This is an optimization exercise on Yosys and OpenROAD, whose aim is small area and a short achievable clock period, not a production implementation.
Only simulation tests tie the RTL to the original design; equivalence was not proved.
Power figures rest on the tool's default switching activity, not on a simulated workload.

==> module max3_row, before the edit <==
module max3_row #(
    parameter int DEPTH = 8
) (
    input  logic [8*DEPTH-1:0] din_i,
    output logic [6*DEPTH-1:0] max_o
);
    logic [DEPTH-1:0] e [0:7];
    logic [6:0] ge1;    
    logic [5:0] ge2;    
    for (genvar k = 0; k < 8; k++) begin : g_e
        assign e[k] = din_i[k*DEPTH +: DEPTH];
    end
    for (genvar k = 0; k < 7; k++) begin : g_c1
        cmp_ge #(.DEPTH(DEPTH)) u_c (.a_i(e[k]), .b_i(e[k+1]), .ge_o(ge1[k]));
    end
    for (genvar k = 0; k < 6; k++) begin : g_c2
        cmp_ge #(.DEPTH(DEPTH)) u_c (.a_i(e[k]), .b_i(e[k+2]), .ge_o(ge2[k]));
    end
    for (genvar k = 0; k < 6; k++) begin : g_w
        logic sx, sy, sz;
        assign sx = ge1[k] & ge2[k];
        assign sy = ~ge1[k] & ge1[k+1];
        assign sz = ~ge2[k] & ~ge1[k+1];
        assign max_o[k*DEPTH +: DEPTH] = ({DEPTH{sx}} & e[k])
                                       | ({DEPTH{sy}} & e[k+1])
                                       | ({DEPTH{sz}} & e[k+2]);
    end
endmodule
==> module cmp_ge, before the edit <==
module cmp_ge #(
    parameter int DEPTH = 8
) (
    input  logic [DEPTH-1:0] a_i,
    input  logic [DEPTH-1:0] b_i,
    output logic             ge_o
);
    logic [7:0] gt0, ge0;
    logic [3:0] gt1, ge1;
    logic [1:0] gt2, ge2;
    assign gt0 = a_i & ~b_i;
    assign ge0 = a_i | ~b_i;
    for (genvar k = 0; k < 4; k++) begin : g_l1
        assign gt1[k] = gt0[2*k+1] | (ge0[2*k+1] & gt0[2*k]);
        assign ge1[k] = gt0[2*k+1] | (ge0[2*k+1] & ge0[2*k]);
    end
    for (genvar k = 0; k < 2; k++) begin : g_l2
        assign gt2[k] = gt1[2*k+1] | (ge1[2*k+1] & gt1[2*k]);
        assign ge2[k] = gt1[2*k+1] | (ge1[2*k+1] & ge1[2*k]);
    end
    assign ge_o = gt2[1] | (ge2[1] & ge2[0]);
endmodule
==> flow/config.mk <==
export PLATFORM = sky130hd
export DESIGN_NAME = kernel_pooler
export DESIGN_NICKNAME = kernel_pooler
export VERILOG_FILES = /design/flow/design.v
export SDC_FILE = /design/flow/constraint.sdc
export NUM_CORES = 4
export LEC_CHECK = 0
export CAP_MARGIN = 20
export CORE_MARGIN = 2
export CORE_UTILIZATION = 40
export SLEW_MARGIN = 20
==> flow/constraint.sdc <==
create_clock -name core_clock -period 12.5 [get_ports {clk}]
set_input_delay 2.5000 -clock core_clock [delete_from_list [all_inputs] [get_ports {clk}]]
set_output_delay 2.5000 -clock core_clock [all_outputs]
set_load 0.01 [all_outputs]
run.sh (not shown) runs the stock make flow with config.mk's settings and CLKGATE_MAP_FILE= SYNTH_SCRIPT=/design/flow/synth_recipe.tcl, a recipe that flattens the netlist after the stock synthesis.
The baseline ran to the end with no violations.
Change:
==> flow/design.v (replaced) <==
module max3_row #(
    parameter int DEPTH = 8
) (
    input  logic [8*DEPTH-1:0] din_i,
    output logic [6*DEPTH-1:0] max_o
);
    function automatic logic [DEPTH-1:0] mx(input logic [DEPTH-1:0] a, input logic [DEPTH-1:0] b);
        mx = (a > b) ? a : b;
    endfunction
    logic [DEPTH-1:0] e [0:7];
    logic [DEPTH-1:0] p12, p34, p56;
    always_comb begin
        for (int k = 0; k < 8; k++) e[k] = din_i[k*DEPTH +: DEPTH];
        p12 = mx(e[1], e[2]);
        p34 = mx(e[3], e[4]);
        p56 = mx(e[5], e[6]);
        max_o[0*DEPTH +: DEPTH] = mx(e[0], p12);
        max_o[1*DEPTH +: DEPTH] = mx(p12, e[3]);
        max_o[2*DEPTH +: DEPTH] = mx(e[2], p34);
        max_o[3*DEPTH +: DEPTH] = mx(p34, e[5]);
        max_o[4*DEPTH +: DEPTH] = mx(e[4], p56);
        max_o[5*DEPTH +: DEPTH] = mx(p56, e[7]);
    end
endmodule
module kernel_pooler #(
    parameter int DEPTH = 8,
    parameter int KX    = 3,
    parameter int KY    = 3,
    parameter int AX    = 8,
    parameter int AY    = 8
) (
    input  logic                               clk,
    input  logic                               rst_n,
    input  logic                               in_valid,
    input  logic [DEPTH*AX*AY-1:0]             A,
    output logic                               out_valid,
    output logic [DEPTH*(AX-KX+1)*(AY-KY+1)-1:0] B
);
    localparam int OX = AX - KX + 1;
    localparam int OY = AY - KY + 1;
    logic [OX*DEPTH-1:0] h [0:AY-1];
    for (genvar y = 0; y < AY; y++) begin : g_row
        max3_row #(.DEPTH(DEPTH)) u_row (
            .din_i (A[y*AX*DEPTH +: AX*DEPTH]),
            .max_o (h[y])
        );
    end
    logic [DEPTH*OX*OY-1:0] b_d, b_q;
    logic                   out_valid_q;
    for (genvar i = 0; i < OX; i++) begin : g_col
        logic [AY*DEPTH-1:0] col;
        logic [OY*DEPTH-1:0] v;
        for (genvar y = 0; y < AY; y++) begin : g_y
            assign col[y*DEPTH +: DEPTH] = h[y][i*DEPTH +: DEPTH];
        end
        max3_row #(.DEPTH(DEPTH)) u_col (
            .din_i (col),
            .max_o (v)
        );
        for (genvar j = 0; j < OY; j++) begin : g_j
            assign b_d[(i*OY + j)*DEPTH +: DEPTH] = v[j*DEPTH +: DEPTH];
        end
    end
    always_ff @(posedge clk or negedge rst_n) begin
        if (!rst_n) begin
            b_q         <= '0;
            out_valid_q <= 1'b0;
        end else begin
            out_valid_q <= in_valid;
            if (in_valid) b_q <= b_d;
        end
    end
    assign B         = b_q;
    assign out_valid = out_valid_q;
endmodule
Synthesized cell count came out lower by a little under a tenth.
Sequential power climbs by roughly a tenth.
Routed wire length goes down by a quarter to a third.
Combinational power is higher by well over a third.
Cell area rose slightly.
Via count came out lower by a quarter to a third.
Global-route usage shrinks by 8.1 points.
Non-clock buffer count went down by 14.
Total power climbs by well over a third.
Setup slack gets worse by 3.3 ns.
Count of clock-buffer cells in the layout stays the same.
First-iteration DRC count goes down by well over a third.

re-timing with driven ports:
Ports are ideal in the flow. The routed layouts listed here were re-timed in OpenROAD.
Step 1 sets driving cells, clkbuf_16 on the clock port and buf_2 on the other inputs (assumed; they add their load-dependent delay and slew).
Step 2, shift: input delay + t, output delay - t, t = (earliest + latest rising clock arrival at the registers) / 2. This alone moves slack from input paths to output paths.
Slacks: ideal ports / drivers / drivers and shift; pairs: ideal ports / drivers.
run | t, ns | slack for setup (ns) | worst data-port slew with drivers (ns) | cell pins on the clock port's net
the first run | 0.673 | 4.533 / 4.582 / 3.909 | 0.23 | 1
the second run | 0.700 | 1.234 / 1.241 / 0.542 | 0.16 | 1
After both steps every run listed still meets setup and hold. The setup slack of the second run, which loses most, moves by +0.007 ns with the drivers and by -0.692 ns with both steps.
